What follows belongs to an exercise in optimizing a design on an open flow for a short achievable clock period and few clock cycles; a production flow would make more cautious choices.
Function was checked by simulation only, so behaviour that the tests miss may differ from the original.
Power and IR drop assume default switching activity.

==> flow/design.v <==
package mw_pkg;
    typedef logic [32-1:0] addr_t;
    typedef logic [32-1:0] word_t;
    typedef logic [31:0]               bytes_t;
    typedef logic [31:0]               words_t;
    typedef logic [8:0]                beats_t;    
    typedef logic [7:0]                axlen_t;
    localparam int BYTES_PER_WORD = 32 / 8;
    localparam logic [2:0] AXI_AWSIZE = 3'($clog2(BYTES_PER_WORD));
    localparam logic [1:0] AXI_AWBURST_INCR = 2'b01;
    localparam logic [BYTES_PER_WORD-1:0] AXI_WSTRB_ALL = '1;
    typedef struct packed {
        addr_t  base_addr;
        addr_t  high_addr;     
        bytes_t portion_size;
    } mem_cfg_t;
    typedef struct packed {
        addr_t  awaddr;
        axlen_t awlen;
    } aw_beat_t;
    typedef struct packed {
        word_t wdata;
        logic  wlast;
    } w_beat_t;
    typedef struct packed {
        words_t fifo_words;
        words_t remain_words;
        addr_t  cur_addr;
    } plan_in_t;
    typedef enum logic [2:0] {
        IDLE,
        WAIT_DATA,
        PLAN,
        WRITE,
        WAIT_B
    } engine_state_e;
endpackage
`timescale 1ns/10ps
module memory_writer (
    input  logic                                CLK,
    input  logic                                RESET,
    input  mw_pkg::word_t                       s_tdata,
    input  logic                                s_tvalid,
    output logic                                s_tready,
    output mw_pkg::aw_beat_t                    aw,
    output logic                                awvalid,
    input  logic                                awready,
    output logic [2:0]                          awsize,
    output logic [1:0]                          awburst,
    output mw_pkg::w_beat_t                     w,
    output logic                                wvalid,
    input  logic                                wready,
    output logic [mw_pkg::BYTES_PER_WORD-1:0]   wstrb,
    input  logic                                bvalid,
    output logic                                bready,
    input  mw_pkg::mem_cfg_t                    cfg,
    input  logic                                run,
    input  logic                                stop,
    output logic                                status,
    output logic                                done,
    output mw_pkg::bytes_t                      transmitted_bytes,
    output mw_pkg::addr_t                       current_address
);
    localparam int DEPTH = 16;
    localparam int PTR_W = $clog2(DEPTH);
    localparam int CNT_W = $clog2(DEPTH + 1);
    assign awsize  = mw_pkg::AXI_AWSIZE;
    assign awburst = mw_pkg::AXI_AWBURST_INCR;
    assign wstrb   = mw_pkg::AXI_WSTRB_ALL;
    function automatic logic lt30(input logic [29:0] a, input logic [29:0] b);
        logic [31:0] l, g;
        logic [31:0] l2, g2;
        l = {2'b00, ~a & b};
        g = {2'b00, a & ~b};
        for (int w = 1; w < 32; w = w * 2) begin
            l2 = '0;
            g2 = '0;
            for (int i = 0; i < 32; i = i + 2 * w) begin
                l2[i] = l[i + w] | (~g[i + w] & l[i]);
                g2[i] = g[i + w] | (~l[i + w] & g[i]);
            end
            l = l2;
            g = g2;
        end
        lt30 = l[0];
    endfunction
    function automatic logic lt30g(input logic [29:0] a, input logic [29:0] b);
        logic [31:0] aa, bb;
        logic [7:0]  gl, ge;
        logic        r;
        aa = {2'b00, a};
        bb = {2'b00, b};
        for (int k = 0; k < 8; k++) begin
            gl[k] = aa[4*k +: 4] < bb[4*k +: 4];
            ge[k] = aa[4*k +: 4] == bb[4*k +: 4];
        end
        r = gl[7]
            | (ge[7] & gl[6])
            | (ge[7] & ge[6] & gl[5])
            | (ge[7] & ge[6] & ge[5] & gl[4])
            | (ge[7] & ge[6] & ge[5] & ge[4] & gl[3])
            | (ge[7] & ge[6] & ge[5] & ge[4] & ge[3] & gl[2])
            | (ge[7] & ge[6] & ge[5] & ge[4] & ge[3] & ge[2] & gl[1])
            | (ge[7] & ge[6] & ge[5] & ge[4] & ge[3] & ge[2] & ge[1] & gl[0]);
        lt30g = r;
    endfunction
    function automatic logic eqinc26(input logic [25:0] h, input logic [25:0] x);
        logic [26:0] t;
        logic        ok;
        t  = {1'b0, h ^ x};
        ok = t[0];
        for (int i = 0; i < 26; i++) begin
            ok = ok & (t[i] ? (x[i] == t[i + 1]) : !t[i + 1]);
        end
        eqinc26 = ok;
    endfunction
    function automatic logic over16(input logic [30:0] x);
        over16 = (x[30:5] != '0) || (x[4] && x[3:0] != '0);
    endfunction
    function automatic logic [4:0] page16(input logic [29:0] a);
        page16 = (a[9:4] == 6'h3F) ? (5'd16 - {1'b0, a[3:0]}) : 5'd16;
    endfunction
    function automatic logic [15:0] therm(input logic [4:0] v);
        for (int k = 0; k < 16; k++) therm[k] = (v > 5'(k));
    endfunction
    function automatic logic [4:0] unterm(input logic [15:0] t);
        logic [4:0] l;
        l[4] = t[15];
        l[3] = t[7] & !t[15];
        l[2] = (t[3] & !t[7]) | (t[11] & !t[15]);
        l[1] = (t[1] & !t[3]) | (t[5] & !t[7]) | (t[9] & !t[11]) | (t[13] & !t[15]);
        l[0] = (t[0] & !t[1]) | (t[2] & !t[3]) | (t[4] & !t[5]) | (t[6] & !t[7])
             | (t[8] & !t[9]) | (t[10] & !t[11]) | (t[12] & !t[13]) | (t[14] & !t[15]);
        unterm = l;
    endfunction
    function automatic logic [17:0] pickt(input logic [15:0] tp, input logic [15:0] th,
                                          input logic hbig, input logic [15:0] tr,
                                          input logic rbig);
        pickt = {tp & th & tr,
                 !hbig && ((th & ~tp) == '0) && ((th & ~tr) == '0),
                 !rbig && ((tr & ~tp) == '0) && ((tr & ~th) == '0)};
    endfunction
    logic        start;
    logic        fin;
    logic        stop_seen;
    logic [29:0] cur;           
    logic [29:0] aw_next;       
    logic [29:0] cfg_base_w, cfg_high_w;
    logic        in_range, in_range_q;
    logic [29:0] base_q, high_q;
    logic [31:0] portion_q;
    logic [15:0] td_rem, td_base, tp_rem, tp_base, tr_first;
    logic        eq_rem, eqi_rem, le_rem, eq_base, eqi_base, le_base, rbig_first;
    logic        hbig_rem, hbig_base;
    logic [15:0] th_rem, th_base;
    assign start      = run && !status;
    assign cfg_base_w = cfg.base_addr[31:2];
    assign cfg_high_w = cfg.high_addr[31:2];
    assign in_range   = !lt30g(aw_next, cfg_base_w) && lt30g(aw_next, cfg_high_w);
    always_ff @(posedge CLK) begin
        in_range_q <= in_range;
        base_q     <= cfg_base_w;
        high_q     <= cfg_high_w;
        portion_q  <= cfg.portion_size;
        eq_rem     <= cfg_high_w[29:4] == aw_next[29:4];
        eqi_rem    <= eqinc26(cfg_high_w[29:4], aw_next[29:4]);
        le_rem     <= cfg_high_w[3:0] <= aw_next[3:0];
        td_rem     <= therm(cfg_high_w[4:0] - aw_next[4:0]);
        eq_base    <= cfg_high_w[29:4] == cfg_base_w[29:4];
        eqi_base   <= eqinc26(cfg_high_w[29:4], cfg_base_w[29:4]);
        le_base    <= cfg_high_w[3:0] <= cfg_base_w[3:0];
        td_base    <= therm(cfg_high_w[4:0] - cfg_base_w[4:0]);
        tp_rem     <= therm(page16(aw_next));
        tp_base    <= therm(page16(cfg_base_w));
        rbig_first <= (cfg.portion_size[31:7] != '0)
                      || (cfg.portion_size[6] && cfg.portion_size[5:0] != '0);
        tr_first   <= ((cfg.portion_size[31:7] != '0)
                       || (cfg.portion_size[6] && cfg.portion_size[5:0] != '0))
                      ? 16'hFFFF
                      : therm(cfg.portion_size[6:2] + 5'(cfg.portion_size[1:0] != 2'b00));
    end
    logic [DEPTH-1:0][31:0] mem;    
    logic [DEPTH-1:0] wr_oh;        
    logic [PTR_W-1:0] rd_ptr;
    logic [DEPTH-1:0] count_t;      
    logic [DEPTH-1:0] count_t_nx;
    logic             wne_q;        
    logic             push, pop;
    logic             full_nx;
    assign wne_q = count_t[0];
    assign push = s_tvalid && s_tready;
    always_ff @(posedge CLK) begin
        for (int i = 0; i < DEPTH; i++) begin
            if (s_tready && wr_oh[i]) mem[i] <= s_tdata;
        end
    end
    localparam logic [2:0] P_IDLE = 3'd0, P_INIT = 3'd1, P_B = 3'd2, P_C = 3'd3,
                           P_A1 = 3'd4, P_A2 = 3'd5;
    logic [2:0]  pst;
    logic [29:0] pa;            
    logic [30:0] pr;            
    logic [24:0] pa_hi_inc;     
    logic [25:0] pr_hi_dec;     
    logic [15:0] tp_q, td_q, trr_q;
    logic        eq_q, eqi_q, le_q;
    logic        hbig_a;
    logic [15:0] th_a, tr_a;
    logic [4:0]  pl_q;
    logic        rbig_q;
    logic        pwrap_q, plast_q, pdone;
    logic [5:0]  pa_lo, pr_lo;
    logic [17:0] pick_rem, pick_base, pick_a, pick_i;
    logic [3:0][4:0] pq_len;
    logic [3:0]      pq_wrap;
    logic [2:0]  pq_w, pq_a, pq_r;
    logic [2:0]  pq_used_a, pq_used_r;
    logic        pq_space;
    assign pq_used_a = pq_w - pq_a;
    assign pq_used_r = pq_w - pq_r;
    assign pq_space  = !pq_used_a[2] && !pq_used_r[2];
    always_comb begin
        hbig_rem  = !(eq_rem || (eqi_rem && le_rem));
        hbig_base = !(eq_base || (eqi_base && le_base));
        th_rem    = hbig_rem ? 16'hFFFF : td_rem;
        th_base   = hbig_base ? 16'hFFFF : td_base;
        pick_rem  = pickt(tp_rem, th_rem, hbig_rem, tr_first, rbig_first);
        pick_base = pickt(tp_base, th_base, hbig_base, tr_first, rbig_first);
        hbig_a    = !(eq_q || (eqi_q && le_q));
        th_a      = hbig_a ? 16'hFFFF : td_q;
        tr_a      = rbig_q ? 16'hFFFF : trr_q;
        pick_a    = pickt(tp_q, th_a, hbig_a, tr_a, rbig_q);
        pick_i    = (pst == P_INIT) ? (in_range_q ? pick_rem : pick_base) : pick_a;
        pa_lo     = {1'b0, pa[4:0]} + {1'b0, pl_q};
        pr_lo     = {1'b0, pr[4:0]} - {1'b0, pl_q};
    end
    logic [15:0] aw_out;        
    logic [15:0] ws_out;        
    logic [31:0] w_lead;        
    logic        lead_pos, lead_zero;
    logic        aw_ok_q, aw_blk_q, aw_chg, aw_cond;
    logic        aw_load, w_load, w_start, w_new, b_hs;
    logic        wgo_q, plan_nx, room_nx, neg_nx, stopc_nx;
    logic [2:0]  pw_r;
    logic [4:0]  w_rem;         
    logic [4:0]  w_len;
    logic [4:0]  hd_len_q;      
    logic        hd_wrap_q;
    logic        hd_ok_q;       
    logic [5:0]  aw_lo;
    logic [24:0] aw_hi_inc;     
    logic [29:0] aw_nx_q;       
    logic [3:0]  aw_lm1_q;      
    logic [29:0] aw_addr;
    logic [3:0]  aw_len;
    logic [31:0] w_data;
    logic        w_last;
    logic [29:0] words_sent;
    logic        all_planned, status_nx;
    always_comb begin
        b_hs    = bvalid && bready;
        aw_lo   = {1'b0, aw_next[4:0]} + {1'b0, hd_len_q};
        w_new   = (w_rem == '0);
        lead_pos  = w_lead[16];
        lead_zero = w_lead[15] && !w_lead[16];
        aw_cond = status && (pq_w != pq_a) && !aw_out[15]
                  && (lead_pos || (!stop_seen && lead_zero && w_new && wne_q));
        aw_load = aw_ok_q && (!awvalid || awready);
        aw_chg  = aw_load || (pst == P_INIT);
        w_load  = status && (wne_q || push) && (!w_new || wgo_q) && (!wvalid || wready);
        w_start = w_load && w_new;
        pop     = w_load;
        w_len   = !w_new ? w_rem : (pq_w != pq_r) ? pq_len[pq_r[1:0]] : pl_q;
        all_planned = pdone && (pq_w == pq_a) && (pq_w == pq_r);
        fin     = status && !awvalid && !wvalid && w_new && lead_zero
                  && (!aw_out[0] || (!aw_out[1] && bvalid))
                  && (all_planned || stop_seen);
        status_nx = start || (status && !fin);
        pw_r    = pq_w - pq_r + 3'(pst == P_B);
        plan_nx = (pst == P_INIT) || (pst == P_A2)
                  || (w_start ? (pw_r != 3'd1) : (pw_r != 3'd0));
        case ({w_start, b_hs})
            2'b10:   room_nx = !ws_out[14];
            2'b01:   room_nx = 1'b1;
            default: room_nx = !ws_out[15];
        endcase
        case ({w_start, aw_load})
            2'b10:   neg_nx = !w_lead[14];     
            2'b01:   neg_nx = !w_lead[16];     
            default: neg_nx = !w_lead[15];     
        endcase
        stopc_nx = !(stop_seen || (stop && status)) || neg_nx;
        case ({push, pop})
            2'b10:   count_t_nx = {count_t[DEPTH-2:0], 1'b1};
            2'b01:   count_t_nx = {1'b0, count_t[DEPTH-1:1]};
            default: count_t_nx = count_t;
        endcase
        full_nx  = count_t_nx[DEPTH-1];
    end
    assign aw.awaddr = {aw_addr, 2'b00};
    assign aw.awlen  = {4'd0, aw_len};
    assign w.wdata   = w_data;
    assign w.wlast   = w_last;
    assign current_address   = {cur, 2'b00};
    assign transmitted_bytes = {words_sent, 2'b00};
    always_ff @(posedge CLK) begin
        pa_hi_inc <= pa[29:5] + 1'b1;
        pr_hi_dec <= pr[30:5] - 1'b1;
        aw_hi_inc <= aw_next[29:5] + 1'b1;
        hd_len_q  <= pq_len[pq_a[1:0]];
        hd_wrap_q <= pq_wrap[pq_a[1:0]];
        aw_nx_q   <= hd_wrap_q ? base_q : {aw_lo[5] ? aw_hi_inc : aw_next[29:5], aw_lo[4:0]};
        aw_lm1_q  <= 4'(hd_len_q - 1'b1);
        case (pst)
            P_INIT: begin
                pa <= cur;
                pr <= {1'b0, portion_q[31:2]} + 31'(portion_q[1:0] != 2'b00);
            end
            P_C: begin
                pa <= pwrap_q ? base_q : {pa_lo[5] ? pa_hi_inc : pa[29:5], pa_lo[4:0]};
                pr <= {pr_lo[5] ? pr_hi_dec : pr[30:5], pr_lo[4:0]};
            end
            P_A1: begin
                tp_q   <= therm(page16(pa));
                eq_q   <= high_q[29:4] == pa[29:4];
                eqi_q  <= eqinc26(high_q[29:4], pa[29:4]);
                le_q   <= high_q[3:0] <= pa[3:0];
                td_q   <= therm(high_q[4:0] - pa[4:0]);
                rbig_q <= over16(pr);
                trr_q  <= therm(pr[4:0]);
            end
            default: ;
        endcase
        if (pst == P_INIT || pst == P_A2) begin
            pl_q    <= unterm(pick_i[17:2]);
            pwrap_q <= pick_i[1];
            plast_q <= pick_i[0];
        end
        if (pst == P_B) begin
            pq_len[pq_w[1:0]]  <= pl_q;
            pq_wrap[pq_w[1:0]] <= pwrap_q;
        end
    end
    always_ff @(posedge CLK) begin
        if (RESET) begin
            aw_addr <= '0;
            aw_len  <= '0;
            w_data  <= '0;
            w_last  <= 1'b0;
        end else begin
            if (aw_load) begin
                aw_addr <= aw_next;
                aw_len  <= aw_lm1_q;
            end
            if (w_load) begin
                w_data <= wne_q ? mem[rd_ptr] : s_tdata;
                w_last <= (w_len == 5'd1);
            end
        end
    end
    always_ff @(posedge CLK) begin
        if (RESET) begin
            status     <= 1'b0;
            done       <= 1'b0;
            s_tready   <= 1'b0;
            bready     <= 1'b0;
            stop_seen  <= 1'b0;
            aw_next    <= '0;
            cur        <= '0;
            words_sent <= '0;
            pst        <= P_IDLE;
            pdone      <= 1'b0;
            wr_oh      <= DEPTH'(1);
            rd_ptr     <= '0;
            count_t    <= '0;
            pq_w       <= '0;
            pq_a       <= '0;
            pq_r       <= '0;
            aw_out     <= '0;
            ws_out     <= '0;
            w_lead     <= 32'h0000_FFFF;
            aw_ok_q    <= 1'b0;
            aw_blk_q   <= 1'b0;
            hd_ok_q    <= 1'b0;
            wgo_q      <= 1'b0;
            awvalid    <= 1'b0;
            wvalid     <= 1'b0;
            w_rem      <= '0;
        end else begin
            done     <= 1'b0;
            s_tready <= status_nx && !full_nx;
            aw_blk_q <= aw_chg;
            if (start) begin
                cur        <= in_range ? aw_next : cfg_base_w;
                status     <= 1'b1;
                bready     <= 1'b1;
                stop_seen  <= 1'b0;
                words_sent <= '0;
                pst        <= P_INIT;
                pdone      <= 1'b0;
                wr_oh      <= DEPTH'(1);
                rd_ptr     <= '0;
                count_t    <= '0;
                pq_w       <= '0;
                pq_a       <= '0;
                pq_r       <= '0;
                aw_ok_q    <= 1'b0;
                hd_ok_q    <= 1'b0;
                wgo_q      <= 1'b0;
            end else begin
                if (fin) begin
                    status <= 1'b0;
                    bready <= 1'b0;
                    done   <= all_planned;
                end
                if (stop && status) stop_seen <= 1'b1;
                case (pst)
                    P_INIT: begin
                        aw_next <= cur;
                        pst     <= P_B;
                    end
                    P_B: begin
                        pq_w  <= pq_w + 1'b1;
                        pdone <= plast_q;
                        pst   <= P_C;
                    end
                    P_C:  pst <= P_A1;
                    P_A1: if (!pdone && pq_space) pst <= P_A2;
                    P_A2: pst <= P_B;
                    default: ;
                endcase
                if (push) wr_oh <= {wr_oh[DEPTH-2:0], wr_oh[DEPTH-1]};
                if (pop)  rd_ptr <= rd_ptr + 1'b1;
                count_t <= count_t_nx;
                aw_ok_q <= aw_cond && hd_ok_q && !aw_chg && !aw_blk_q;
                hd_ok_q <= (pq_w != pq_a) && !aw_chg;
                if (aw_load) begin
                    awvalid <= 1'b1;
                    pq_a    <= pq_a + 1'b1;
                    aw_next <= aw_nx_q;
                end else if (awready) begin
                    awvalid <= 1'b0;
                end
                wgo_q <= plan_nx && room_nx && stopc_nx;
                if (w_load) begin
                    wvalid <= 1'b1;
                    w_rem  <= w_len - 1'b1;
                    if (w_new) pq_r <= pq_r + 1'b1;
                end else if (wready) begin
                    wvalid <= 1'b0;
                end
                if (wvalid && wready) words_sent <= words_sent + 1'b1;
                case ({aw_load, b_hs})
                    2'b10:   aw_out <= {aw_out[14:0], 1'b1};
                    2'b01:   aw_out <= {1'b0, aw_out[15:1]};
                    default: ;
                endcase
                case ({w_start, b_hs})
                    2'b10:   ws_out <= {ws_out[14:0], 1'b1};
                    2'b01:   ws_out <= {1'b0, ws_out[15:1]};
                    default: ;
                endcase
                case ({w_start, aw_load})
                    2'b10:   w_lead <= {w_lead[30:0], 1'b1};
                    2'b01:   w_lead <= {1'b0, w_lead[31:1]};
                    default: ;
                endcase
            end
        end
    end
endmodule
==> flow/flow/run.sh <==
#!/bin/bash
# Own layout flow: the standard flow (standard.sh) with two changes to how
# the layout is made:
#  - every port buffer is a sky130_fd_sc_hd__buf_4 rather than the flow's
#    default pick (a delay cell);
#  - the slow many-input OR/NOR/AOI cells are added to the platform's
#    don't-use list, so synthesis and repair build logic from faster cells.
# Registers, their names and cell types are those of the standard synthesis.
# make's full output goes to flow_make.log here; ORFS keeps each step's log
# under orfs/logs/.
set -euo pipefail
PLATFORM_DONT_USE="$(sed -n '/^export DONT_USE_CELLS/,/^#/p' "$FLOW_HOME/platforms/sky130hd/config.mk" \
  | grep -o 'sky130_fd_sc_hd__[a-z0-9_]*' | tr '\n' ' ')"
SLOW=""
for c in $(cat flow/slow_cells.txt); do SLOW="$SLOW $c"; done
bash standard.sh \
  "BUFFER_PORTS_ARGS=-buffer_cell sky130_fd_sc_hd__buf_4" \
  "DONT_USE_CELLS=$PLATFORM_DONT_USE$SLOW" \
  finish > flow_make.log 2>&1
==> flow/flow/slow_cells.txt <==
sky130_fd_sc_hd__a2111o_1
sky130_fd_sc_hd__a2111o_2
sky130_fd_sc_hd__a2111o_4
sky130_fd_sc_hd__a2111oi_0
sky130_fd_sc_hd__a2111oi_1
sky130_fd_sc_hd__a2111oi_2
sky130_fd_sc_hd__a2111oi_4
sky130_fd_sc_hd__a311o_1
sky130_fd_sc_hd__a311o_2
sky130_fd_sc_hd__a311o_4
sky130_fd_sc_hd__a311oi_1
sky130_fd_sc_hd__a311oi_2
sky130_fd_sc_hd__a311oi_4
sky130_fd_sc_hd__a41o_1
sky130_fd_sc_hd__a41o_2
sky130_fd_sc_hd__a41o_4
sky130_fd_sc_hd__a41oi_1
sky130_fd_sc_hd__a41oi_2
sky130_fd_sc_hd__a41oi_4
sky130_fd_sc_hd__nor3_1
sky130_fd_sc_hd__nor3_2
sky130_fd_sc_hd__nor3_4
sky130_fd_sc_hd__nor3b_1
sky130_fd_sc_hd__nor3b_2
sky130_fd_sc_hd__nor3b_4
sky130_fd_sc_hd__nor4_1
sky130_fd_sc_hd__nor4_2
sky130_fd_sc_hd__nor4_4
sky130_fd_sc_hd__nor4b_1
sky130_fd_sc_hd__nor4b_2
sky130_fd_sc_hd__nor4b_4
sky130_fd_sc_hd__nor4bb_1
sky130_fd_sc_hd__nor4bb_2
sky130_fd_sc_hd__nor4bb_4
sky130_fd_sc_hd__o2111a_1
sky130_fd_sc_hd__o2111a_2
sky130_fd_sc_hd__o2111a_4
sky130_fd_sc_hd__o2111ai_1
sky130_fd_sc_hd__o2111ai_2
sky130_fd_sc_hd__o2111ai_4
sky130_fd_sc_hd__o311a_1
sky130_fd_sc_hd__o311a_2
sky130_fd_sc_hd__o311a_4
sky130_fd_sc_hd__o311ai_0
sky130_fd_sc_hd__o311ai_1
sky130_fd_sc_hd__o311ai_2
sky130_fd_sc_hd__o311ai_4
sky130_fd_sc_hd__o41a_1
sky130_fd_sc_hd__o41a_2
sky130_fd_sc_hd__o41a_4
sky130_fd_sc_hd__o41ai_1
sky130_fd_sc_hd__o41ai_2
sky130_fd_sc_hd__o41ai_4
sky130_fd_sc_hd__or3_1
sky130_fd_sc_hd__or3_2
sky130_fd_sc_hd__or3_4
sky130_fd_sc_hd__or3b_1
sky130_fd_sc_hd__or3b_2
sky130_fd_sc_hd__or3b_4
sky130_fd_sc_hd__or4_1
sky130_fd_sc_hd__or4_2
sky130_fd_sc_hd__or4_4
sky130_fd_sc_hd__or4b_1
sky130_fd_sc_hd__or4b_2
sky130_fd_sc_hd__or4b_4
sky130_fd_sc_hd__or4bb_1
sky130_fd_sc_hd__or4bb_2
sky130_fd_sc_hd__or4bb_4
sky130_fd_sc_hd__fa_1
sky130_fd_sc_hd__fa_2
sky130_fd_sc_hd__fa_4
sky130_fd_sc_hd__fah_1
sky130_fd_sc_hd__fahcin_1
sky130_fd_sc_hd__fahcon_1
sky130_fd_sc_hd__ha_1
sky130_fd_sc_hd__ha_2
sky130_fd_sc_hd__ha_4
sky130_fd_sc_hd__maj3_1
sky130_fd_sc_hd__maj3_2
sky130_fd_sc_hd__maj3_4
==> flow/standard.sh <==
#!/bin/bash
# synth_recipe.tcl (not shown) runs the flow's synth.tcl, then flattens the netlist and writes it again
# the make line also repeats each setting of config.mk as NAME=value (left out here)
make -C /OpenROAD-flow-scripts/flow DESIGN_CONFIG=/design/flow/config.mk WORK_HOME=/design/flow/orfs CLKGATE_MAP_FILE= SYNTH_SCRIPT=/design/flow/synth_recipe.tcl "${@:-finish}"
==> flow/config.mk <==
export PLATFORM = sky130hd
export DESIGN_NAME = memory_writer
export DESIGN_NICKNAME = memory_writer
export VERILOG_FILES = /design/flow/design.v
export SDC_FILE = /design/flow/constraint.sdc
export NUM_CORES = 4
export LEC_CHECK = 0
export ABC_CLOCK_PERIOD_IN_PS = 2000
export CAP_MARGIN = 20
export CORE_MARGIN = 2
export CORE_UTILIZATION = 45
export SETUP_SLACK_MARGIN = 3.6
export SLEW_MARGIN = 20
==> flow/constraint.sdc <==
create_clock -name core_clock -period 6.0 [get_ports {CLK}]
set_input_delay 1.2000 -clock core_clock [delete_from_list [all_inputs] [get_ports {CLK}]]
set_output_delay 1.2000 -clock core_clock [all_outputs]
set_load 0.01 [all_outputs]
==> reports/qor_table.md, run 1 <==
| Parameter | This run | Unit |
|:---|:---|:---|
| CP top delay family | compound AO/OA/AOI/OAI gates | - |
| Inserted Clock Buffers | 134 | - |
| Vias after detailed routing | 37.9k | - |
| Clock latency of the later-clocked register in the worst-skew pair | 0.77 | ns |
| Maximum number of pins on one net before global-route repair | 116 | - |
| Fin crit period | 2.52 | ns |
| Antenna Nets Post-Route | 0 | - |
| Pwr Density | 298 | nW/um2 |
| Longest individual stage delay on the worst path | 0.63 | ns |
| Yosys warns | 1 | - |
| Min-Delay Endpoint | aw_len[3]$_SDFFE_PP0P_ | - |
| GRT Resource Usage Total | 25.6 | % |
| Status | timing/DRC/antenna clean | - |
| HP Start | aw_lm1_q[3]$_DFF_P_ | - |
| Clock skew | 0.0215 | ns |
| Number of buffers and inverters on the critical path | 4 | - |
| Register bit count reported by yosys | 1237 | - |
| Simple-gate share of the synthesized area | 12.5 | % |
| Lkg Pwr | 23.3 | nW |
| Arr. time, crit path | 3.20 | ns |
| Fraction of layout instances using a drive strength above 1 | 27.8 | % |
| Share of the yosys chip area belonging to registers | 58.5 | % |
| Die footprint | 122000 | um2 |
| Logic depth of the worst register-to-register path | 11 | - |
| VDD IR-drop max | 0.328 | mV |
| Count of unique library cells instantiated by Yosys | 79 | - |
| Fmax | 397 | MHz |
| Hold Fails Final Rpt | 0 | - |
| Top_reg_cell synth | sky130_fd_sc_hd__edfxtp_1 | - |
| Relative max-transition margin | 37.1 | % |
| Boundary pin count | 288 | - |
| Net total in the final layout | 5169 | - |
| Count of buffers inserted at the top-level ports | 264 | - |
| Number of hold buffers added after cts | 0 | - |
| Yosys top cell area share | 36.8 | % |
| RR Startpoint | aw_next[23]$_SDFFE_PP0P_ | - |
| Clock sink count | 1237 | - |
| Number of H-tree levels | 4 | - |
| Most common cell after layout, fill and taps aside | sky130_fd_sc_hd__edfxtp_1 | - |
| TritonCTS clock tree | yes | - |
| Post-synth top area cell | sky130_fd_sc_hd__edfxtp_1 | - |
| Adder and majority cell fraction of the synthesized area | 0 | % |
| Critical Path Fanout Max | 8 | - |
| Via count of the first global-routing pass | 36.7k | - |
| Number of standard-cell rows in the floorplan | 126 | - |
| Gr ovfl total | 0 | - |
| Transition time at the pin with the least slew margin | 0.943 | ns |
| Die Span Y | 349 | um |
| Startpoint types | primary input | - |
| Post-Route Hold Slack | 0.426 | ns |
| Async set-reset flop share out of synthesis | 0 | % |
| Clock Path Buffers | 3 | - |
| Detailed placer's ending HPWL | 95300 | um |
| Total count of max-transition violations in the final report | 0 | - |
| Placed Instances | 6185 | - |
| Core Footprint | 118000 | um2 |
| Setup TNS after final layout | 0 | ns |
| Area after DPL | 57100 | um2 |
| Classification of the worst-slack hold path | flip-flop to flip-flop | - |
| Global-route wire length before repair | 234000 | um |
| Required time worst endpoint | 6.68 | ns |
| Iteration-0 DRC Markers | 3134 | - |
| Final setup violating endpoints | 0 | - |
| Total power draw | 0.0196 | W |
| Cell at the slowest stage of the critical path | sky130_fd_sc_hd__a222oi_1 | - |
| Top library cells by usage in the layout, fill and taps aside | sky130_fd_sc_hd__edfxtp_1, sky130_fd_sc_hd__nand2_1, sky130_fd_sc_hd__dfxtp_1, sky130_fd_sc_hd__nor2_1, sky130_fd_sc_hd__buf_4 | - |
| Largest family of logic cells by synthesized area | simple AND/OR/NAND/NOR gates | - |
| Remaining DRCs | 0 | - |
| Chip width | 349 | um |
| Post-synthesis area per instance | 11.6 | um2 |
| Crit share post-route | 42.0 | % |
| Post-synthesis cell count | 4632 | - |
| Unrepaired setup endpoints after global routing | yes | - |
| Non-filler instance count after layout | 6681 | - |
| Cell types with the largest area share after synthesis | sky130_fd_sc_hd__edfxtp_1, sky130_fd_sc_hd__dfxtp_1, sky130_fd_sc_hd__mux4_2 | - |
| Setup slack of the worst register-to-register path | 3.56 | ns |
| Type of the worst setup path | primary input to flip-flop | - |
| Routed wire length per instance | 23.9 | um |
| Number of antenna violations at the first check in global routing | 6 | - |
| Detailed-route wire length | 160000 | um |
| Placer's final routability congestion estimate | 0.939 | - |
| Clock tree root driver cell | sky130_fd_sc_hd__clkbuf_16 | - |
| Finished layout cell area | 65900 | um2 |
| Initial core utilization | 45.4 | % |
| Reg clk slew, reported paths | 0.06 | ns |
| Summed instance area of the synthesized netlist | 53600 | um2 |
| Mux share of post-synthesis cell area | 9.81 | % |
| Area delta synth->final | 23.0 | % |
| Nature of the critical path endpoint | flip-flop | - |
| Cell depth of the worst setup path | 11 | - |
| Fraction of the mapped netlist area in compound gates | 10.6 | % |
| XOR/XNOR Fraction of Synth Area | 5.05 | % |
| Worst-path cell chain | buf_12 -> inv_8 -> o22ai_2 -> a31oi_1 -> a222oi_1 -> o21ai_4 -> a21o_4 -> buf_6 -> buf_12 -> a31o_1 -> a31oi_1 | - |
| Number of vias per cell | 5.67 | - |
| Count of flip-flops with a built-in enable after synthesis | 656 | - |
| Hold Crit Depth | 2 | - |
| Total iterations of the first detailed-routing run | 5 | - |
| Reg-to-reg critical path endpoint | cur[5]$_SDFFE_PP0P_ | - |
| Max capacitance violation total | 0 | - |
## power by group
group / internal [W] / leakage [nW] / switching [W] / total (W)
clock network: 0.00496 / 2.16 / 0.00345 / 0.00842
logic: 0.000761 / 10.4 / 0.00101 / 0.00177
registers: 0.00917 / 10.8 / 0.000258 / 0.00943
## repair_timing
action                                 4_1_cts  5_1_grt
gates cloned                                13        6
buffers inserted                           152       77
pin swaps                                   28       60
gates resized for setup                    458      153
endpoints found under the hold margin        0        0
setup endpoints to repair                  538      374
## per-stage QoR
step	worst slack [ns]	util [%]
3_3_place_gp	1.96	48.4
2_1_floorplan	3.16	-
5_1_grt	3.45	55.8
3_5_place_dp	1.93	48.4
4_1_cts	3.47	54.6
6_report	3.48	55.8
## logic make-up after synthesis
group | after synthesis
xor+xnor | 309
compound gates | 911
mux | 308
buf+inv | 435
other cells | 2
simple gates | 1430
flops | 1237
## sequential cells by signal, indices dropped and copies added, names as in the netlist, 30 cells and up
register and cells:
mem 512, portion_q 32, w_data 32, w_lead 32, pr 31, aw_addr 30, aw_next 30, aw_nx_q 30
base_q 30, cur 30, high_q 30, pa 30, words_sent 30
## per-layer routing
| metal | up-vias | wire length (um) | GRT usage (%) | part of all wire [%] |
|---|---|---|---|---|
| li1 | 17600 | - | - | - |
| met1 | 18900 | 66700 | 33.3 | 42 |
| met2 | 1169 | 79200 | 43.8 | 50 |
| met3 | 230 | 9600 | 4.29 | 6.0 |
| met4 | 4 | 4170 | 7.85 | 2.6 |
| met5 | - | 23 | 0 | 0.014 |
## area by class of cell
cell class | instances | area (um2)
inverters | 121 | 479
multi-input cells | 2990 | 21900
fillers | 9885 | 52200
diodes | 1 | 2.50
repair buffers | 549 | 5400
flip-flops and latches | 1237 | 31700
clock buffers | 190 | 3810
clock inverters | 57 | 653
well taps | 1536 | 1920
## how the worst max path moves through the flow
stage	end	slack, ns	start
global placement	cur[0]$_SDFFE_PP0P_	1.96	cfg[63]
detailed placement	cur[0]$_SDFFE_PP0P_	1.93	cfg[63]
finish	cur[27]$_SDFFE_PP0P_	3.48	cfg[69]
global route	cur[16]$_SDFFE_PP0P_	3.45	cfg[69]
floorplan	cur[27]$_SDFFE_PP0P_	3.16	cfg[42]
CTS	status	3.47	bready$_SDFFE_PP0P_
## worst register-to-register path: stages (launching register included)
cell                       delay (ns)
sky130_fd_sc_hd__dfxtp_4         0.36
sky130_fd_sc_hd__buf_4           0.18
sky130_fd_sc_hd__xnor2_1         0.20
sky130_fd_sc_hd__nand4_1         0.21
sky130_fd_sc_hd__nor2_1          0.16
sky130_fd_sc_hd__and3_4          0.23
sky130_fd_sc_hd__o31ai_4         0.10
sky130_fd_sc_hd__o211ai_4        0.14
sky130_fd_sc_hd__buf_12          0.19
sky130_fd_sc_hd__nand3_4         0.16
sky130_fd_sc_hd__buf_12          0.20
sky130_fd_sc_hd__a211oi_2        0.21
## synth_stat cells, drive strengths merged (6+ instances only)
library cell  instances
inv                 121
a21o                 12
xor2                 99
nand2b               85
o221ai               19
and2                 47
a31oi                38
edfxtp              656
nor2                426
a211oi               78
a22oi                37
nand3               110
o21bai               32
a221oi               13
o21a                  6
mux2                 29
a31o                 15
or2                  13
mux2i               108
nor2b                39
nand3b                9
clkbuf              191
dfxtp               581
a211o                16
o22ai                64
buf                 123
a21oi               230
nand4b                9
o31ai                15
o31a                 11
xnor2               210
and3                 37
nand2               529
nand4                58
o221a                 7
o21ai               276
and4                 51
mux4                171
o211ai               17
Testbench counts, summed over its fixed seeds: cycles 82,609.
==> run 2: changes to the inputs <==
--- a/flow/config.mk
+++ b/flow/config.mk
@@ -10,3 +10,3 @@
 export CORE_MARGIN = 2
-export CORE_UTILIZATION = 45
+export CORE_UTILIZATION = 55
 export SETUP_SLACK_MARGIN = 3.6
==> reports/qor_table.md, run 2 <==
| Parameter | This run | Unit |
|:---|:---|:---|
| Status | timing/DRC/antenna clean | - |
| Placer's final routability congestion estimate | 0.932 | - |
| Type of the worst setup path | primary input to flip-flop | - |
| Global-route wire length before repair | 230000 | um |
| Non-filler instance count after layout | 6423 | - |
| Top library cells by usage in the layout, fill and taps aside | sky130_fd_sc_hd__edfxtp_1, sky130_fd_sc_hd__nand2_1, sky130_fd_sc_hd__dfxtp_1, sky130_fd_sc_hd__nor2_1, sky130_fd_sc_hd__buf_4 | - |
| Total iterations of the first detailed-routing run | 6 | - |
| Count of flip-flops with a built-in enable after synthesis | 656 | - |
| Net total in the final layout | 5168 | - |
| Clock latency of the later-clocked register in the worst-skew pair | 0.75 | ns |
| Die footprint | 100000 | um2 |
| Yosys warns | 1 | - |
| Max capacitance violation total | 0 | - |
| Antenna Nets Post-Route | 0 | - |
| Detailed placer's ending HPWL | 94300 | um |
| Clock Path Buffers | 3 | - |
| Area delta synth->final | 21.8 | % |
| Met3 layer usage reported by global route | 5.21 | % |
| Multi-input combinational cell area | 21700 | um2 |
| Met2 global-route usage | 51.9 | % |
| Gr ovfl total | 0 | - |
| Post-synthesis cell count | 4632 | - |
| Nature of the critical path endpoint | flip-flop | - |
| Maximum number of pins on one net before global-route repair | 151 | - |
| Vias after detailed routing | 38.0k | - |
| Post-synth top area cell | sky130_fd_sc_hd__edfxtp_1 | - |
| Classification of the worst-slack hold path | flip-flop to flip-flop | - |
| Setup slack at placement | 1.94 | ns |
| Reg clk slew, reported paths | 0.06 | ns |
| GRT Resource Usage Total | 30.9 | % |
| Critical Path Fanout Max | 7 | - |
| Clock skew | 0.0227 | ns |
| Total count of max-transition violations in the final report | 0 | - |
| Startpoint types | primary input | - |
| GR Util met1 | 40.5 | % |
| Lkg Pwr | 23.3 | nW |
| Register bit count reported by yosys | 1237 | - |
| Unrepaired setup endpoints after global routing | yes | - |
| Core Footprint | 96600 | um2 |
| Number of H-tree levels | 4 | - |
| Count of unique library cells instantiated by Yosys | 79 | - |
| Count leader, synth | sky130_fd_sc_hd__edfxtp_1 | - |
| Relative max-transition margin | 36.7 | % |
| Count of filler cells inserted in the layout | 7166 | - |
| Chip width | 316 | um |
| Clock tree root driver cell | sky130_fd_sc_hd__clkbuf_16 | - |
| Most common cell after layout, fill and taps aside | sky130_fd_sc_hd__edfxtp_1 | - |
| Share of the yosys chip area belonging to registers | 58.5 | % |
| Post-synthesis area per instance | 11.6 | um2 |
| Via count of the first global-routing pass | 36.5k | - |
| Routed wire length per instance | 24.4 | um |
| Setup TNS after final layout | 0 | ns |
| Fmax | 394 | MHz |
| Iteration-0 DRC Markers | 3542 | - |
| Fin crit period | 2.54 | ns |
| Pwr Density | 299 | nW/um2 |
| Total power draw | 0.0195 | W |
| Top_reg_cell synth | sky130_fd_sc_hd__edfxtp_1 | - |
| Final Worst Setup Slack | 3.46 | ns |
| Number of hold buffers added after cts | 0 | - |
| Number of standard-cell rows in the floorplan | 114 | - |
| Transition time at the pin with the least slew margin | 0.950 | ns |
| Number of antenna violations at the first check in global routing | 8 | - |
| Cell types with the largest area share after synthesis | sky130_fd_sc_hd__edfxtp_1, sky130_fd_sc_hd__dfxtp_1, sky130_fd_sc_hd__mux4_2 | - |
| Hold Fails Final Rpt | 0 | - |
| Detailed-route wire length | 157000 | um |
| Crit share post-route | 42.3 | % |
| Fraction of layout instances using a drive strength above 1 | 27.1 | % |
| Storage element area | 31600 | um2 |
| Number of vias per cell | 5.91 | - |
| VDD IR-drop max | 0.439 | mV |
| Yosys top cell area share | 36.8 | % |
| Boundary pin count | 288 | - |
| Inserted Clock Buffers | 133 | - |
| Most used standard cells in the synthesized netlist | sky130_fd_sc_hd__edfxtp_1, sky130_fd_sc_hd__dfxtp_1, sky130_fd_sc_hd__nand2_1, sky130_fd_sc_hd__nor2_1, sky130_fd_sc_hd__o21ai_0 | - |
| Largest register by flop count | mem | - |
| Summed instance area of the synthesized netlist | 53600 | um2 |
| Async set-reset flop share out of synthesis | 0 | % |
| Number of flip-flops in the largest register | 512 | - |
| Arr. time, crit path | 3.19 | ns |
| Required time worst endpoint | 6.66 | ns |
| Placed Instances | 5928 | - |
| Final setup violating endpoints | 0 | - |
| Clock sink count | 1237 | - |
| TritonCTS clock tree | yes | - |
| Count of buffers inserted at the top-level ports | 264 | - |
| Die Span Y | 316 | um |
| Post-Route Hold Slack | 0.438 | ns |
| Initial core utilization | 55.5 | % |
| Most crowded layer after global routing | met2 | - |
| Remaining DRCs | 0 | - |
==> run 2: cell counts after synthesis <==
No cell type changed its count.
==> run 2: final timing paths <==
kind | cells after the start | startpoint | end | slack (ns)
worst max-delay path | 11 | cfg[83] | cur[28]$_SDFFE_PP0P_ | 3.46
worst min register to register | 2 | base_q[10]$_DFF_P_ | aw_nx_q[10]$_DFF_P_ | 0.44
worst max register to register | 9 | aw_next[13]$_SDFFE_PP0P_ | cur[28]$_SDFFE_PP0P_ | 3.50
worst min-delay path | 2 | base_q[10]$_DFF_P_ | aw_nx_q[10]$_DFF_P_ | 0.44
==> run 2: timing repair <==
action	CTS	global route
buffers inserted	149	70
endpoints found under the setup margin	521	401
pin swaps	21	45
gates resized for setup	439	93
cloned	17	9
==> run 2: worst max-delay path, cell delays in order <==
cell,delay (ns)
sky130_fd_sc_hd__buf_4,0.15
sky130_fd_sc_hd__nand2b_4,0.15
sky130_fd_sc_hd__a31oi_1,0.17
sky130_fd_sc_hd__o221ai_1,0.13
sky130_fd_sc_hd__and3_1,0.22
sky130_fd_sc_hd__o21ai_2,0.20
sky130_fd_sc_hd__and4_4,0.31
sky130_fd_sc_hd__buf_4,0.14
sky130_fd_sc_hd__nand3_4,0.14
sky130_fd_sc_hd__clkbuf_16,0.21
sky130_fd_sc_hd__a211oi_2,0.17
==> run 2: layer usage <==
metal / routed length [um] / vias up
li1: - / 17600
met1: 63900 / 18800
met2: 77000 / 1284
met3: 10300 / 282
met4: 5580 / 6
met5: 46 / -
==> run 2: area by class of cell <==
| type | count | share of cell area [%] |
|---|---|---|
| sequential | 1237 | 48.5 |
| multi-input combinational | 2992 | 33.2 |
| timing repair buffer | 547 | 8.23 |
| clock buffer | 203 | 6.14 |
| tap | 1276 | 2.45 |
| clock inverter | 42 | 0.719 |
| inverter | 121 | 0.715 |
| antenna | 5 | 0.0192 |
==> run 2: power by group <==
part	internal [W]	total, W	switching (W)	leakage, nW
clock	0.00494	0.00835	0.00341	2.21
sequential	0.00918	0.00943	0.000257	10.8
combinational	0.000746	0.00174	0.000989	10.4
total	0.0149	0.0195	0.00465	23.3
==> run 2: kinds of logic (layout without fill, tap and decap cells) <==
kind of cell | count (synthesis) | after routing | share of synthesized area, %
AO/OA/AOI/OAI | 911 | 915 | 10.6
XOR/XNOR | 309 | 309 | 5.05
buffers and inverters | 435 | 913 | 3.49
flip-flops | 1237 | 1237 | 58.5
multiplexers | 308 | 308 | 9.81
other | 2 | 27 | 0.0140
AND/OR/NAND/NOR | 1430 | 1438 | 12.5
==> run 2: metrics by stage <==
| step | instance area, um2 | util (%) |
|---|---|---|
| 3_3_place_gp | 56800 | 58.9 |
| 4_1_cts | 64100 | 66.4 |
| 2_1_floorplan | 54500 | - |
| 3_5_place_dp | 56800 | 58.9 |
| 5_1_grt | 65300 | 67.6 |
| 6_report | 65300 | 67.6 |
==> run 3: changes to the inputs <==
--- a/flow/config.mk
+++ b/flow/config.mk
@@ -10,4 +10,4 @@
 export CORE_MARGIN = 2
-export CORE_UTILIZATION = 55
-export SETUP_SLACK_MARGIN = 3.6
+export CORE_UTILIZATION = 50
+export SETUP_SLACK_MARGIN = 4.0
 export SLEW_MARGIN = 20
==> reports/qor_table.md, run 3 <==
| Parameter | This run | Unit |
|:---|:---|:---|
| Post-synth top area cell | sky130_fd_sc_hd__edfxtp_1 | - |
| Critical Path Fanout Max | 7 | - |
| Area delta synth->final | 30.8 | % |
| Number of H-tree levels | 4 | - |
| Most common cell after layout, fill and taps aside | sky130_fd_sc_hd__edfxtp_1 | - |
| CP top delay family | compound AO/OA/AOI/OAI gates | - |
| Max capacitance violation total | 0 | - |
| Arr. time, crit path | 3.17 | ns |
| Area after DPL | 57400 | um2 |
| Total count of max-transition violations in the final report | 0 | - |
| Global-route wire length before repair | 243000 | um |
| Number of buffers and inverters on the critical path | 3 | - |
| Count of unique library cells instantiated by Yosys | 79 | - |
| Pwr Density | 284 | nW/um2 |
| Count of buffers inserted at the top-level ports | 264 | - |
| Share of the yosys chip area belonging to registers | 58.5 | % |
| Crit share post-route | 41.6 | % |
| Gr ovfl total | 0 | - |
| Net total in the final layout | 5384 | - |
| Nature of the critical path endpoint | flip-flop | - |
| Status | timing/DRC/antenna clean | - |
| Count of flip-flops with a built-in enable after synthesis | 656 | - |
| Number of antenna violations at the first check in global routing | 8 | - |
| Worst-path cell chain | buf_4 -> xor2_1 -> nor2b_4 -> o211ai_1 -> a31oi_1 -> a21oi_4 -> o211ai_4 -> buf_6 -> clkbuf_16 -> a31o_1 -> a31oi_1 | - |
| Fin crit period | 2.49 | ns |
| Number of standard-cell rows in the floorplan | 120 | - |
| Top_reg_cell synth | sky130_fd_sc_hd__edfxtp_1 | - |
| Top library cells by usage in the layout, fill and taps aside | sky130_fd_sc_hd__edfxtp_1, sky130_fd_sc_hd__nand2_1, sky130_fd_sc_hd__buf_4, sky130_fd_sc_hd__dfxtp_1, sky130_fd_sc_hd__nor2_1 | - |
| Cell types with the largest area share after synthesis | sky130_fd_sc_hd__edfxtp_1, sky130_fd_sc_hd__dfxtp_1, sky130_fd_sc_hd__mux4_2 | - |
| Register bit count reported by yosys | 1237 | - |
| Count leader, synth | sky130_fd_sc_hd__edfxtp_1 | - |
| Post-synthesis area per instance | 11.6 | um2 |
| Yosys warns | 1 | - |
| Inserted Clock Buffers | 136 | - |
| Number of flip-flops in the largest register | 512 | - |
| Startpoint types | primary input | - |
| Relative max-transition margin | 20.9 | % |
| Clock skew | 0.0354 | ns |
| Final Worst Setup Slack | 3.51 | ns |
| Detailed-route wire length | 173000 | um |
| Antenna Nets Post-Route | 0 | - |
| Reg clk slew, reported paths | 0.06 | ns |
| Boundary pin count | 288 | - |
| Initial core utilization | 50.2 | % |
| Hold Crit Depth | 2 | - |
| Remaining DRCs | 0 | - |
| Placer's final routability congestion estimate | 0.929 | - |
| Cell repeated most along the worst path | sky130_fd_sc_hd__a31oi_1 | - |
| Final setup violating endpoints | 0 | - |
| Routed wire length per instance | 25.6 | um |
| Setup TNS after final layout | 0 | ns |
| Logic depth of the worst register-to-register path | 10 | - |
| Required time worst endpoint | 6.67 | ns |
| Chip width | 331 | um |
| Hold Fails Final Rpt | 0 | - |
| Total iterations of the first detailed-routing run | 6 | - |
| Async set-reset flop share out of synthesis | 0 | % |
| Clock latency of the later-clocked register in the worst-skew pair | 0.76 | ns |
| Clock sink count | 1237 | - |
| Clock Path Buffers | 3 | - |
| Via count of the first global-routing pass | 37.7k | - |
| TritonCTS clock tree | yes | - |
| Finished layout cell area | 70100 | um2 |
| Fraction of layout instances using a drive strength above 1 | 35.8 | % |
| Largest register by flop count | mem | - |
| Post-synthesis cell count | 4632 | - |
| Vias after detailed routing | 39.9k | - |
| Classification of the worst-slack hold path | flip-flop to flip-flop | - |
| Setup slack at placement | 1.83 | ns |
| Die footprint | 110000 | um2 |
| Yosys top cell area share | 36.8 | % |
| Transition time at the pin with the least slew margin | 1.19 | ns |
| Most used standard cells in the synthesized netlist | sky130_fd_sc_hd__edfxtp_1, sky130_fd_sc_hd__dfxtp_1, sky130_fd_sc_hd__nand2_1, sky130_fd_sc_hd__nor2_1, sky130_fd_sc_hd__o21ai_0 | - |
| Cell depth of the worst setup path | 11 | - |
| Summed instance area of the synthesized netlist | 53600 | um2 |
| Lkg Pwr | 25.1 | nW |
| Iteration-0 DRC Markers | 3536 | - |
| GRT Resource Usage Total | 29.4 | % |
| Fmax | 401 | MHz |
| Maximum number of pins on one net before global-route repair | 116 | - |
| Clock tree root driver cell | sky130_fd_sc_hd__clkbuf_16 | - |
| Unrepaired setup endpoints after global routing | yes | - |
| Die Span Y | 331 | um |
| Number of vias per cell | 5.90 | - |
| Core Footprint | 107000 | um2 |
| Detailed placer's ending HPWL | 94800 | um |
| Type of the worst setup path | primary input to flip-flop | - |
| Cell at the slowest stage of the critical path | sky130_fd_sc_hd__xor2_1 | - |
| Longest individual stage delay on the worst path | 0.38 | ns |
| VDD IR-drop max | 0.268 | mV |
run 3: cell type report:
class | instances | area [um2]
Timing Repair Buffer | 745 | 8010
Clock inverter | 56 | 609
Inverter | 121 | 490
Clock buffer | 196 | 3840
Tap cell | 1403 | 1760
Antenna cell | 5 | 12.5
Sequential cell | 1237 | 31700
Fill cell | 8037 | 36600
Multi-Input combinational cell | 3007 | 23700
run 3: power breakdown:
group	internal, W	total [W]	switching, W
registers	0.00918	0.00944	0.000267
clock network	0.00484	0.00835	0.00351
logic	0.000936	0.00211	0.00117
run 3: cell families after synthesis:
| kind of cell | count (synthesis) | synth area share [%] |
|---|---|---|
| xor+xnor | 309 | 5.05 |
| mux | 308 | 9.81 |
| simple gates | 1430 | 12.5 |
| flops | 1237 | 58.5 |
| compound gates | 911 | 10.6 |
| buf+inv | 435 | 3.49 |
| other cells | 2 | 0.0140 |
run 3: path summary, 6_finish.rpt:
kind | start | end | slack [ns]
worst min-delay path | aw_lm1_q[0]$_DFF_P_ | aw_len[0]$_SDFFE_PP0P_ | 0.43
worst min register to register | aw_lm1_q[0]$_DFF_P_ | aw_len[0]$_SDFFE_PP0P_ | 0.43
worst max-delay path | cfg[62] | cur[13]$_SDFFE_PP0P_ | 3.51
worst max register to register | aw_next[28]$_SDFFE_PP0P_ | cur[13]$_SDFFE_PP0P_ | 3.57
run 3: repair_timing:
action | CTS | global route
hold buffers | 0 | 0
pin swaps | 136 | 205
endpoints found under the setup margin | 662 | 530
buffers inserted | 274 | 122
cloned | 43 | 18
resized for setup | 700 | 398
run 3: tightest hold or removal path, cell delays in order, from the launching register on:
cell                      delay, ns
sky130_fd_sc_hd__dfxtp_1       0.29
sky130_fd_sc_hd__nand2_1       0.05
sky130_fd_sc_hd__a21oi_1       0.05
run 3: metal layers:
layer  GRT usage (%)  part of all wire [%]  vias to the layer above
li1                -                     -                    18100
met1            37.7                    40                    19900
met2            49.4                    49                     1555
met3            5.44                   7.2                      373
met4            11.5                   4.1                        6
met5               0                 0.019                        -
run 3: through the flow:
step	power (W)	util, %	hold WS, ns	instances
floorplan	0.0106	-	0.417	4652
global placement	0.0111	53.7	0.432	6055
detailed placement	0.0111	53.8	0.437	6056
CTS	0.0197	63.0	0.438	6625
global route	0.0205	65.7	0.457	6769
finish	0.0199	65.7	0.432	6770
==> run 4: changes to the inputs <==
--- a/flow/config.mk
+++ b/flow/config.mk
@@ -10,4 +10,4 @@
 export CORE_MARGIN = 2
-export CORE_UTILIZATION = 50
-export SETUP_SLACK_MARGIN = 4.0
+export CORE_UTILIZATION = 45
+export SETUP_SLACK_MARGIN = 3.8
 export SLEW_MARGIN = 20
==> reports/qor_table.md, run 4 <==
| Parameter | This run | Unit |
|:---|:---|:---|
| Required time worst endpoint | 6.68 | ns |
| Type of the worst setup path | primary input to flip-flop | - |
| Clock Path Buffers | 3 | - |
| Async set-reset flop share out of synthesis | 0 | % |
| Clock tree root driver cell | sky130_fd_sc_hd__clkbuf_16 | - |
| Vias after detailed routing | 38.9k | - |
| Yosys warns | 1 | - |
| Fmax | 386 | MHz |
| Routed wire length per instance | 24.0 | um |
| Number of H-tree levels | 4 | - |
| Classification of the worst-slack hold path | flip-flop to flip-flop | - |
| HP Start | aw_lm1_q[1]$_DFF_P_ | - |
| Antenna Nets Post-Route | 0 | - |
| Final setup violating endpoints | 0 | - |
| Reg clk slew, reported paths | 0.06 | ns |
| Boundary pin count | 288 | - |
| Placer's final routability congestion estimate | 0.912 | - |
| Number of vias per cell | 5.70 | - |
| Die footprint | 122000 | um2 |
| GRT Resource Usage Total | 25.9 | % |
| Post-synthesis cell count | 4632 | - |
| Largest register by flop count | mem | - |
| Lkg Pwr | 24.4 | nW |
| Count leader, synth | sky130_fd_sc_hd__edfxtp_1 | - |
| Share of the yosys chip area belonging to registers | 58.5 | % |
| Relative max-transition margin | 20.8 | % |
| Number of hold buffers added after cts | 0 | - |
| Maximum number of pins on one net before global-route repair | 70 | - |
| Initial core utilization | 45.4 | % |
| Inserted Clock Buffers | 138 | - |
| Count of unique library cells instantiated by Yosys | 79 | - |
| Clock latency of the later-clocked register in the worst-skew pair | 0.78 | ns |
| Chip width | 349 | um |
| Fraction of layout instances using a drive strength above 1 | 31.6 | % |
| Count of flip-flops with a built-in enable after synthesis | 656 | - |
| Die Span Y | 349 | um |
| Most common cell after layout, fill and taps aside | sky130_fd_sc_hd__edfxtp_1 | - |
| Critical Path Fanout Max | 6 | - |
| Transition time at the pin with the least slew margin | 1.19 | ns |
| Top library cells by usage in the layout, fill and taps aside | sky130_fd_sc_hd__edfxtp_1, sky130_fd_sc_hd__nand2_1, sky130_fd_sc_hd__dfxtp_1, sky130_fd_sc_hd__buf_4, sky130_fd_sc_hd__nor2_1 | - |
| Number of flip-flops in the largest register | 512 | - |
| Met1 WL | 67900 | um |
| Cell types with the largest area share after synthesis | sky130_fd_sc_hd__edfxtp_1, sky130_fd_sc_hd__dfxtp_1, sky130_fd_sc_hd__mux4_2 | - |
| Setup slack at placement | 1.95 | ns |
| Top_reg_cell synth | sky130_fd_sc_hd__edfxtp_1 | - |
| Iteration-0 DRC Markers | 3666 | - |
| Total count of max-transition violations in the final report | 0 | - |
| Fin crit period | 2.59 | ns |
| Crit share post-route | 43.2 | % |
| Detailed-route wire length | 164000 | um |
| Clock sink count | 1237 | - |
| Core Footprint | 118000 | um2 |
| Net total in the final layout | 5297 | - |
| Total iterations of the first detailed-routing run | 8 | - |
| Summed instance area of the synthesized netlist | 53600 | um2 |
| Global-route wire length before repair | 237000 | um |
| Hold Crit Depth | 2 | - |
| Startpoint types | primary input | - |
| Detailed placer's ending HPWL | 92600 | um |
| Via count of the first global-routing pass | 37.4k | - |
| Clock skew | 0.0215 | ns |
| Register bit count reported by yosys | 1237 | - |
| Metal2 WL | 78600 | um |
| VDD IR-drop max | 0.344 | mV |
| RR Startpoint | aw_next[2]$_SDFFE_PP0P_ | - |
| Wire length on met3 | 12400 | um |
| Reg-to-reg critical path endpoint | cur[0]$_SDFFE_PP0P_ | - |
| Post-synth top area cell | sky130_fd_sc_hd__edfxtp_1 | - |
| Max capacitance violation total | 0 | - |
| Number of antenna violations at the first check in global routing | 11 | - |
| Min-Delay Endpoint | aw_len[1]$_SDFFE_PP0P_ | - |
| Most used standard cells in the synthesized netlist | sky130_fd_sc_hd__edfxtp_1, sky130_fd_sc_hd__dfxtp_1, sky130_fd_sc_hd__nand2_1, sky130_fd_sc_hd__nor2_1, sky130_fd_sc_hd__o21ai_0 | - |
| Gr ovfl total | 0 | - |
| Count of buffers inserted at the top-level ports | 264 | - |
| Hold Fails Final Rpt | 0 | - |
| Number of standard-cell rows in the floorplan | 126 | - |
| Total power draw | 0.0199 | W |
| Setup TNS after final layout | 0 | ns |
| Remaining DRCs | 0 | - |
| Area delta synth->final | 27.6 | % |
| Status | timing/DRC/antenna clean | - |
| Nature of the critical path endpoint | flip-flop | - |
| Yosys top cell area share | 36.8 | % |
| TritonCTS clock tree | yes | - |
| Top Layer Used | met5 | - |
| Post-synthesis area per instance | 11.6 | um2 |
| Setup slack of the worst register-to-register path | 3.49 | ns |
| Pwr Density | 292 | nW/um2 |
| Arr. time, crit path | 3.27 | ns |
| Unrepaired setup endpoints after global routing | yes | - |
| Final Worst Setup Slack | 3.41 | ns |
| Logic depth of the worst register-to-register path | 10 | - |
run 4: cell counts after synthesis:
Identical to the previous run, type by type.
run 4: repair_timing:
action / 4_1_cts / 5_1_grt
endpoints found under the setup margin: 540 / 457
resized for setup: 598 / 220
buffers inserted: 213 / 109
gates cloned: 39 / 9
pin swaps: 71 / 154
run 4: worst max path at each step:
stage	start	to	slack, ns	depth (start not counted)
after floorplan	cfg[42]	cur[27]$_SDFFE_PP0P_	3.16	10
after global placement	cfg[63]	cur[0]$_SDFFE_PP0P_	1.98	10
after detailed placement	cfg[63]	cur[5]$_SDFFE_PP0P_	1.95	10
after CTS	bready$_SDFFE_PP0P_	bready	3.45	1
after global routing	cfg[69]	cur[0]$_SDFFE_PP0P_	3.42	11
final	cfg[69]	cur[0]$_SDFFE_PP0P_	3.41	11
run 4: cells by family (layout without fill, tap and decap cells):
group	Yosys count	in the layout	share of synthesized area (%)
XOR/XNOR	309	309	5.05
flip-flops	1237	1237	58.5
AO/OA/AOI/OAI	911	919	10.6
multiplexers	308	308	9.81
AND/OR/NAND/NOR	1430	1437	12.5
buffers and inverters	435	1045	3.49
other	2	28	0.0140
run 4: worst max-delay path, stage by stage:
cell and delay, ns:
sky130_fd_sc_hd__buf_12 0.09, sky130_fd_sc_hd__inv_8 0.03, sky130_fd_sc_hd__o22ai_2 0.13, sky130_fd_sc_hd__a31oi_1 0.06, sky130_fd_sc_hd__a222oi_1 0.65, sky130_fd_sc_hd__o21ai_4 0.14, sky130_fd_sc_hd__a21o_4 0.30, sky130_fd_sc_hd__buf_12 0.16
sky130_fd_sc_hd__buf_16 0.13, sky130_fd_sc_hd__and4_1 0.19, sky130_fd_sc_hd__a211oi_2 0.15
run 4: metrics by stage:
step / area [um2] / instances / utilization [%] / hold slack [ns]
detailed placement: 57200 / 6187 / 48.5 / 0.442
CTS: 66400 / 6695 / 56.2 / 0.436
global placement: 57200 / 6187 / 48.5 / 0.442
global route: 68400 / 6816 / 57.9 / 0.460
finish: 68400 / 6819 / 57.9 / 0.431
floorplan: 54700 / 4652 / - / 0.417
run 4: layer usage:
layer	GRT usage [%]	vias to the layer above
met4	8.37	10
met2	42.2	1436
met1	34.9	19300
met3	4.97	293
li1	-	17900
met5	0	-
run 4: power by group:
part / switching, W / internal [W]
clock network: 0.00353 / 0.00502
registers: 0.000260 / 0.00918
logic: 0.00109 / 0.000874
total: 0.00488 / 0.0151
run 4: cell type report:
cell class                      instances  area (um2)
Clock buffer                          193        3910
Sequential cell                      1237       31700
Inverter                              121         497
Antenna cell                            6        15.0
Tap cell                             1536        1920
Multi-Input combinational cell       2995       22600
Fill cell                            9636       49700
Clock inverter                         63         696
Timing Repair Buffer                  667        7030
Timing Repair inverter                  1        5.00
==> run 5: changes to the inputs <==
--- a/flow/config.mk
+++ b/flow/config.mk
@@ -10,3 +10,3 @@
 export CORE_MARGIN = 2
-export CORE_UTILIZATION = 45
+export CORE_UTILIZATION = 55
 export SETUP_SLACK_MARGIN = 3.8
==> reports/qor_table.md, run 5 <==
| Parameter | This run | Unit |
|:---|:---|:---|
| Status | timing/DRC/antenna clean | - |
| TritonCTS clock tree | yes | - |
| Post-synthesis cell count | 4632 | - |
| Placed Instances | 5927 | - |
| Inserted Clock Buffers | 133 | - |
| Reg clk slew, reported paths | 0.06 | ns |
| Most used standard cells in the synthesized netlist | sky130_fd_sc_hd__edfxtp_1, sky130_fd_sc_hd__dfxtp_1, sky130_fd_sc_hd__nand2_1, sky130_fd_sc_hd__nor2_1, sky130_fd_sc_hd__o21ai_0 | - |
| Top library cells by usage in the layout, fill and taps aside | sky130_fd_sc_hd__edfxtp_1, sky130_fd_sc_hd__nand2_1, sky130_fd_sc_hd__dfxtp_1, sky130_fd_sc_hd__nor2_1, sky130_fd_sc_hd__buf_4 | - |
| Largest register by flop count | mem | - |
| Cell at the slowest stage of the critical path | sky130_fd_sc_hd__o31ai_4 | - |
| Number of flip-flops in the largest register | 512 | - |
| Total iterations of the first detailed-routing run | 6 | - |
| Classification of the worst-slack hold path | flip-flop to flip-flop | - |
| Clock Path Buffers | 3 | - |
| Via count of the first global-routing pass | 36.9k | - |
| Most common cell after layout, fill and taps aside | sky130_fd_sc_hd__edfxtp_1 | - |
| Number of hold buffers added after cts | 0 | - |
| Die footprint | 100000 | um2 |
| Count of unique library cells instantiated by Yosys | 79 | - |
| Number of antenna violations at the first check in global routing | 11 | - |
| Area delta synth->final | 25.3 | % |
| Clock tree root driver cell | sky130_fd_sc_hd__clkbuf_16 | - |
| Cell repeated most along the worst path | sky130_fd_sc_hd__buf_12 | - |
| Relative max-transition margin | 43.9 | % |
| Routed wire length per instance | 24.4 | um |
| Setup TNS after final layout | 0 | ns |
| Iteration-0 DRC Markers | 3889 | - |
| Transition time at the pin with the least slew margin | 0.841 | ns |
| Count of buffers inserted at the top-level ports | 264 | - |
| Final setup violating endpoints | 0 | - |
| Core Footprint | 96600 | um2 |
| Number of H-tree levels | 4 | - |
| Net total in the final layout | 5266 | - |
| Gr ovfl total | 0 | - |
| Nature of the critical path endpoint | flip-flop | - |
| Async set-reset flop share out of synthesis | 0 | % |
| Max capacitance violation total | 0 | - |
| Clock latency of the later-clocked register in the worst-skew pair | 0.75 | ns |
| Remaining DRCs | 0 | - |
| Setup slack of the worst register-to-register path | 3.56 | ns |
| Vias after detailed routing | 38.8k | - |
| Boundary pin count | 288 | - |
| Number of vias per cell | 5.95 | - |
| Detailed-route wire length | 159000 | um |
| Summed instance area of the synthesized netlist | 53600 | um2 |
| Critical Path Fanout Max | 6 | - |
| Placer's final routability congestion estimate | 0.929 | - |
| Fraction of layout instances using a drive strength above 1 | 30.2 | % |
| Required time worst endpoint | 6.65 | ns |
| Share of the yosys chip area belonging to registers | 58.5 | % |
| Antenna Nets Post-Route | 0 | - |
| Total count of max-transition violations in the final report | 0 | - |
| Die Span Y | 316 | um |
| VDD IR-drop max | 0.318 | mV |
| Pwr Density | 291 | nW/um2 |
| Number of standard-cell rows in the floorplan | 114 | - |
| Unrepaired setup endpoints after global routing | yes | - |
| Yosys warns | 1 | - |
| Fmax | 397 | MHz |
| Post-synthesis area per instance | 11.6 | um2 |
| Detailed placer's ending HPWL | 90300 | um |
| GRT Resource Usage Total | 30.7 | % |
| Arr. time, crit path | 3.17 | ns |
| Non-filler instance count after layout | 6523 | - |
| Crit share post-route | 42.0 | % |
| Top_reg_cell synth | sky130_fd_sc_hd__edfxtp_1 | - |
| Lkg Pwr | 24.1 | nW |
| Worst-path cell chain | buf_12 -> xnor2_4 -> and4_4 -> and3_4 -> and3_4 -> o31ai_4 -> o211ai_4 -> buf_12 -> buf_12 -> a31o_1 -> a31oi_1 | - |
| Maximum number of pins on one net before global-route repair | 67 | - |
| Clock skew | 0.0251 | ns |
| Type of the worst setup path | primary input to flip-flop | - |
| Global-route wire length before repair | 230000 | um |
| Count leader, synth | sky130_fd_sc_hd__edfxtp_1 | - |
| Initial core utilization | 55.5 | % |
| Count of flip-flops with a built-in enable after synthesis | 656 | - |
| Longest individual stage delay on the worst path | 0.31 | ns |
| Cell types with the largest area share after synthesis | sky130_fd_sc_hd__edfxtp_1, sky130_fd_sc_hd__dfxtp_1, sky130_fd_sc_hd__mux4_2 | - |
| Post-layout utilization of the core | 69.5 | % |
| Post-synth top area cell | sky130_fd_sc_hd__edfxtp_1 | - |
| Fin crit period | 2.52 | ns |
| Chip width | 316 | um |
| Clock sink count | 1237 | - |
| Startpoint types | primary input | - |
| Yosys top cell area share | 36.8 | % |
| Register bit count reported by yosys | 1237 | - |
| Hold Fails Final Rpt | 0 | - |
-- run 5: cell count changes in the layout (fill, tap and decap cells not counted), sizes merged --
cell,previous run,this run
o21a,7,8
and3,38,39
bufinv,10,7
diode,6,8
a21o,14,12
clkinvlp,7,5
buf,658,626
o21ai,277,278
clkbuf,201,221
a21oi,231,230
clkinv,45,24
-- run 5: path summary, 6_finish.rpt --
kind                            startpoint  cells after the start                     end
setup / recovery                   cfg[45]                     11    cur[21]$_SDFFE_PP0P_
hold / removal         aw_lm1_q[2]$_DFF_P_                      2  aw_len[2]$_SDFFE_PP0P_
setup reg to reg  aw_next[23]$_SDFFE_PP0P_                      9     cur[0]$_SDFFE_PP0P_
hold reg to reg        aw_lm1_q[2]$_DFF_P_                      2  aw_len[2]$_SDFFE_PP0P_
-- run 5: per-layer routing --
layer / routed length, um / vias up / GRT usage, %
li1: - / 17800 / -
met1: 64800 / 19300 / 41.4
met2: 77500 / 1470 / 50.8
met3: 11100 / 316 / 4.82
met4: 5500 / 4 / 10.8
met5: 22 / - / 0
-- run 5: per-stage QoR --
| stage | area [um2] | setup WS (ns) | total power, W | hold slack [ns] |
|---|---|---|---|---|
| 2_1_floorplan | 54700 | 3.16 | 0.0105 | 0.417 |
| 3_3_place_gp | 56900 | 1.94 | 0.0110 | 0.427 |
| 3_5_place_dp | 56900 | 1.87 | 0.0110 | 0.427 |
| 4_1_cts | 65400 | 3.50 | 0.0195 | 0.429 |
| 5_1_grt | 67200 | 3.45 | 0.0201 | 0.453 |
| 6_report | 67200 | 3.48 | 0.0195 | 0.434 |
-- run 5: cell families after synthesis --
kind of cell	Yosys count	share of synthesized area (%)
AND/OR/NAND/NOR	1430	12.5
flip-flops	1237	58.5
AO/OA/AOI/OAI	911	10.6
buffers and inverters	435	3.49
XOR/XNOR	309	5.05
multiplexers	308	9.81
other	2	0.0140
-- run 5: cell type report --
cell class | count | area (um2)
Sequential cell | 1237 | 31700
Fill cell | 6953 | 29400
Multi-Input combinational cell | 2995 | 22300
Timing Repair Buffer | 642 | 6680
Clock buffer | 206 | 3930
Tap cell | 1276 | 1600
Inverter | 121 | 467
Clock inverter | 38 | 445
Antenna cell | 8 | 20.0
-- run 5: critical path: cells and delay by family --
family          cells  cell delay, ns
buf+inv             3            0.45
simple gates        3            0.53
compound gates      4            0.83
xor+xnor            1            0.15
-- run 5: timing repair --
| item | in CTS | in global routing |
|---|---|---|
| resized for setup | 563 | 178 |
| gates cloned | 26 | 18 |
| pin swaps | 49 | 95 |
| setup buffers | 216 | 84 |
| setup endpoints to repair | 585 | 457 |
-- run 5: report_power, final --
part / leakage [nW] / switching (W) / internal, W
clock network: 2.14 / 0.00339 / 0.00483
logic: 11.2 / 0.00104 / 0.000841
registers: 10.8 / 0.000257 / 0.00918

what the ideal ports hide:
The results above use ideal ports. As a check the final layouts listed here were re-extracted and re-timed, cells and wires unchanged. Step 1: set_driving_cell puts a clkbuf_16 on CLK and a buf_2 on each other input, an assumption about the parent block. Step 2 also shifts input and output timing later by t, the mid clock arrival at the registers, as if the neighbouring blocks saw the same clock. a / b / c = ideal ports / drivers / drivers and shift; a / b = the first two.
| run | t (ns) | setup slack, ns | clock arrival spread, ns | worst register clock-pin slew, ns |
|---|---|---|---|---|
| run 1 | 0.838 | 3.482 / 3.444 / 2.623 | 0.029 / 0.030 | 0.07 / 0.07 |
| run 2 | 0.810 | 3.462 / 3.448 / 2.638 | 0.028 / 0.028 | 0.06 / 0.06 |
| run 3 | 0.821 | 3.506 / 3.464 / 2.648 | 0.039 / 0.039 | 0.06 / 0.06 |
| run 4 | 0.836 | 3.407 / 3.414 / 2.578 | 0.028 / 0.028 | 0.06 / 0.06 |
| run 5 | 0.815 | 3.481 / 3.457 / 2.672 | 0.026 / 0.026 | 0.07 / 0.07 |
After both steps setup and hold are still met in every run listed. The setup slack of run 1, which loses most, moves by -0.038 ns with the drivers and by -0.859 ns with both steps.
